Source: an optimization exercise on an open RTL-to-GDS flow (aim: small area). Production flows keep margins and buffers that such runs may drop.
The RTL was checked by simulation tests, not by an equivalence proof against the original design.
Power and IR drop assume default switching activity.

// running_mean_stddev
module running_mean_stddev #(
    parameter int MAX_COUNT   = 65536,
    parameter int FRAC_BITS   = 16
) (
    input  logic        aclk,
    input  logic        aresetn,
    input  logic        s_axis_tvalid,
    output logic        s_axis_tready,
    input  logic [15:0] s_axis_tdata,    
    input  logic        s_axis_tlast,
    output logic        m_axis_tvalid,
    input  logic        m_axis_tready,
    output logic [87:0] m_axis_tdata,    
    input  logic        psel,
    input  logic        penable,
    input  logic        pwrite,
    input  logic [1:0]  paddr,
    input  logic [31:0] pwdata,
    output logic [31:0] prdata,
    output logic        pready
);
    logic [16:0]        cnt;
    logic [31:0]        sum;
    logic [46:0]        sq;
    logic               ovf;
    logic               mode;
    logic               busy, valid;
    logic               accept, go, take;
    logic signed [15:0] xg;
    logic [2:0]         pc, pc_n;          
    logic [16:0]        cnt_n;
    logic [31:0]        sum_n;
    logic [46:0]        sq_n;
    logic               ovf_n;
    assign pready = 1'b1;
    assign prdata = {31'd0, mode};
    assign s_axis_tready = ~(s_axis_tlast & (busy | valid));
    assign accept = s_axis_tvalid & s_axis_tready;
    assign go     = accept & s_axis_tlast;
  ...
For scale: ~2100 cells after synthesis, about 180 I/O pins, roughly 21000 um^2 of cells after synthesis.
export LEC_CHECK = 0
export CAP_MARGIN = 20
export CORE_MARGIN = 2
export CORE_UTILIZATION = 40
export SLEW_MARGIN = 20
create_clock -name core_clock -period 11.0 [get_ports {aclk}]
standard.sh (not shown) runs the stock make flow with config.mk's settings and CLKGATE_MAP_FILE= SYNTH_SCRIPT=/design/flow/synth_recipe.tcl, a recipe that flattens the netlist after the stock synthesis.
==> flow/flow/run.sh <==
#!/bin/bash
# The standard layout (standard.sh) with these changes:
#  - after the standard synthesis, flow/invopt.py removes inverters around the
#    full adders (a full adder is self-dual; registers and other cells stay);
#  - each port's buffer is the smallest buffer cell (every port still gets its
#    own buffer);
#  - the constant outputs share one tie cell per value (no tie fanout repair);
#  - clock tree synthesis inserts no dummy loads and uses clkbuf_8 with
#    clusters of at most 18 sinks.
# Logs here: synth_make.log, invopt.log, flow_make.log; each tool's full log
# is under orfs/logs/.
set -euo pipefail
RES="$PWD/orfs/results/$FLOW_PLATFORM/running_mean_stddev/base"
bash standard.sh "$RES/1_2_yosys.v" > synth_make.log 2>&1
cp "$RES/1_2_yosys.v" "$RES/1_2_yosys.std.v"
python3 flow/invopt.py "$RES/1_2_yosys.std.v" "$RES/1_2_yosys.opt.v" > invopt.log 2>&1
cp "$RES/1_2_yosys.opt.v" "$RES/1_2_yosys.v"
export SKIP_REPAIR_TIE_FANOUT=1
export BUFFER_PORTS_ARGS="-buffer_cell sky130_fd_sc_hd__buf_1"
export CTS_ARGS="-sink_clustering_enable -repair_clock_nets -dont_use_dummy_load -buf_list sky130_fd_sc_hd__clkbuf_8 -sink_clustering_size 18 -sink_clustering_max_diameter 60"
bash standard.sh finish > flow_make.log 2>&1
Other scripts of this flow, unchanged in this note and not shown: flow/flow/invopt.py
Rerun with:
==> flow/flow/run.sh (replaced) <==
#!/bin/bash
# The standard layout (standard.sh) with three changes:
#  - after the standard synthesis, flow/invopt.py removes inverters around the
#    full adders (a full adder is self-dual; registers and other cells stay);
#  - each port's buffer is the smallest buffer cell (every port still gets its
#    own buffer);
#  - clock tree synthesis inserts no dummy loads.
# Logs here: synth_make.log, invopt.log, flow_make.log; each tool's full log
# is under orfs/logs/.
set -euo pipefail
RES="$PWD/orfs/results/$FLOW_PLATFORM/running_mean_stddev/base"
bash standard.sh "$RES/1_2_yosys.v" > synth_make.log 2>&1
cp "$RES/1_2_yosys.v" "$RES/1_2_yosys.std.v"
python3 flow/invopt.py "$RES/1_2_yosys.std.v" "$RES/1_2_yosys.opt.v" > invopt.log 2>&1
cp "$RES/1_2_yosys.opt.v" "$RES/1_2_yosys.v"
export REMOVE_ABC_BUFFERS=1
export RECOVER_POWER=100
export BUFFER_PORTS_ARGS="-buffer_cell sky130_fd_sc_hd__buf_1"
export CTS_ARGS="-sink_clustering_enable -repair_clock_nets -dont_use_dummy_load -buf_list sky130_fd_sc_hd__clkbuf_8 -sink_clustering_size 18 -sink_clustering_max_diameter 60"
bash standard.sh finish > flow_make.log 2>&1
Result: The changed run completed and failed the layout checks on max-capacitance violations, max-slew violations; non-clock buffer count went up by 4; worst hold slack gets better by 0.042 ns; sequential share of layout area falls by 0.20 points.
Rerun with:
--- a/flow/flow/run.sh
+++ b/flow/flow/run.sh
@@ -14,6 +14,5 @@
 python3 flow/invopt.py "$RES/1_2_yosys.std.v" "$RES/1_2_yosys.opt.v" > invopt.log 2>&1
 cp "$RES/1_2_yosys.opt.v" "$RES/1_2_yosys.v"
-export REMOVE_ABC_BUFFERS=1
-export RECOVER_POWER=100
+export SKIP_REPAIR_TIE_FANOUT=1
 export BUFFER_PORTS_ARGS="-buffer_cell sky130_fd_sc_hd__buf_1"
 export CTS_ARGS="-sink_clustering_enable -repair_clock_nets -dont_use_dummy_load -buf_list sky130_fd_sc_hd__clkbuf_8 -sink_clustering_size 18 -sink_clustering_max_diameter 60"
Effect: The new run completed with no timing, DRC or antenna violations. Via count rose by 1.2%. Maximum frequency stays flat. Flip-flop and latch count stays the same.

* * *

Starting RTL as in the previous note.
==> flow/design.v (excerpt) <==
module running_mean_stddev #(
    parameter int MAX_COUNT   = 65536,
    parameter int FRAC_BITS   = 16
) (
    input  logic        aclk,
    input  logic        aresetn,
    input  logic        s_axis_tvalid,
    output logic        s_axis_tready,
    input  logic [15:0] s_axis_tdata,    
    input  logic        s_axis_tlast,
    output logic        m_axis_tvalid,
    input  logic        m_axis_tready,
    output logic [87:0] m_axis_tdata,    
    input  logic        psel,
    input  logic        penable,
    input  logic        pwrite,
    input  logic [1:0]  paddr,
    input  logic [31:0] pwdata,
    output logic [31:0] prdata,
    output logic        pready
);
export LEC_CHECK = 0
export CAP_MARGIN = 20
export CORE_MARGIN = 2
export CORE_UTILIZATION = 40
export SLEW_MARGIN = 20
create_clock -name core_clock -period 11.0 [get_ports {aclk}]
==> flow/flow/run.sh <==
#!/bin/bash
# The standard layout (standard.sh) with these changes:
#  - after the standard synthesis, flow/invopt.py removes inverters around the
#    full adders (a full adder is self-dual; registers and other cells stay);
#  - each port's buffer is the smallest buffer cell (every port still gets its
#    own buffer);
#  - the constant outputs share one tie cell per value (no tie fanout repair);
#  - clock tree synthesis inserts no dummy loads and uses clkbuf_8 with
#    clusters of at most 18 sinks.
# Logs here: synth_make.log, invopt.log, flow_make.log; each tool's full log
# is under orfs/logs/.
set -euo pipefail
RES="$PWD/orfs/results/$FLOW_PLATFORM/running_mean_stddev/base"
bash standard.sh "$RES/1_2_yosys.v" > synth_make.log 2>&1
cp "$RES/1_2_yosys.v" "$RES/1_2_yosys.std.v"
python3 flow/invopt.py "$RES/1_2_yosys.std.v" "$RES/1_2_yosys.opt.v" > invopt.log 2>&1
cp "$RES/1_2_yosys.opt.v" "$RES/1_2_yosys.v"
export SKIP_REPAIR_TIE_FANOUT=1
export BUFFER_PORTS_ARGS="-buffer_cell sky130_fd_sc_hd__buf_1"
export CTS_ARGS="-sink_clustering_enable -repair_clock_nets -dont_use_dummy_load -buf_list sky130_fd_sc_hd__clkbuf_4 -sink_clustering_size 10 -sink_clustering_max_diameter 40"
bash standard.sh finish > flow_make.log 2>&1
Other scripts of this flow, unchanged in this note and not shown: flow/flow/invopt.py
Next try:
==> flow/flow/run.sh (replaced) <==
#!/bin/bash
# The standard layout (standard.sh) with three changes:
#  - after the standard synthesis, flow/invopt.py removes inverters around the
#    full adders (a full adder is self-dual; registers and other cells stay);
#  - each port's buffer is the smallest buffer cell (every port still gets its
#    own buffer);
#  - clock tree synthesis inserts no dummy loads.
# Logs here: synth_make.log, invopt.log, flow_make.log; each tool's full log
# is under orfs/logs/.
set -euo pipefail
RES="$PWD/orfs/results/$FLOW_PLATFORM/running_mean_stddev/base"
bash standard.sh "$RES/1_2_yosys.v" > synth_make.log 2>&1
cp "$RES/1_2_yosys.v" "$RES/1_2_yosys.std.v"
python3 flow/invopt.py "$RES/1_2_yosys.std.v" "$RES/1_2_yosys.opt.v" > invopt.log 2>&1
cp "$RES/1_2_yosys.opt.v" "$RES/1_2_yosys.v"
export REMOVE_ABC_BUFFERS=1
export SKIP_REPAIR_TIE_FANOUT=1
export BUFFER_PORTS_ARGS="-buffer_cell sky130_fd_sc_hd__buf_1"
export CTS_ARGS="-sink_clustering_enable -repair_clock_nets -dont_use_dummy_load -buf_list sky130_fd_sc_hd__clkbuf_8 -sink_clustering_size 18 -sink_clustering_max_diameter 60"
bash standard.sh finish > flow_make.log 2>&1
What happened:
- The new run finished with timing, DRC and antenna clean
- wire length went down by 1.7%
- clock power went down by 3.7%
- utilization went up by 0.18 points
- setup slack gets worse by 58 ps
- combinational power went up by about 2%
- cell area went up by 0.43%
- total power barely changes
- clock-buffer cell count went down by 27
- final cell count went down by about 0.4%
- fmax went down by 0.55%

[static timing again, ports no longer ideal]
In the flow no input, the clock included, has a driving cell. The finished layouts below were timed again as built, in two steps.
Step 1 assumes that a clkbuf_16 drives the clock port and a buf_2 every other input.
Step 2 moves the port delays by t, midway between the first and last clock arrival at a register: inputs arrive t later, outputs are due t later. That takes back most of the time a late clock gives input paths.
Three values: no drivers, after step 1, after step 2; two values: the first two.
run	t (ns)	slack for setup (ns)	worst register clock-pin slew, ns
the first run of note 1	0.686	0.352 / 0.382 / -0.304	0.11 / 0.11
the second run of note 1	0.676	0.337 / 0.368 / -0.308	0.11 / 0.11
the third run of note 1	0.686	0.352 / 0.382 / -0.304	0.11 / 0.11
the first run of note 2	0.843	0.432 / 0.432 / -0.359	0.11 / 0.11
the second run of note 2	0.670	0.374 / 0.374 / -0.246	0.11 / 0.11
For the first run of note 2, which loses most, drivers alone change the setup slack by 0.000 ns; drivers and shift together by -0.791 ns.
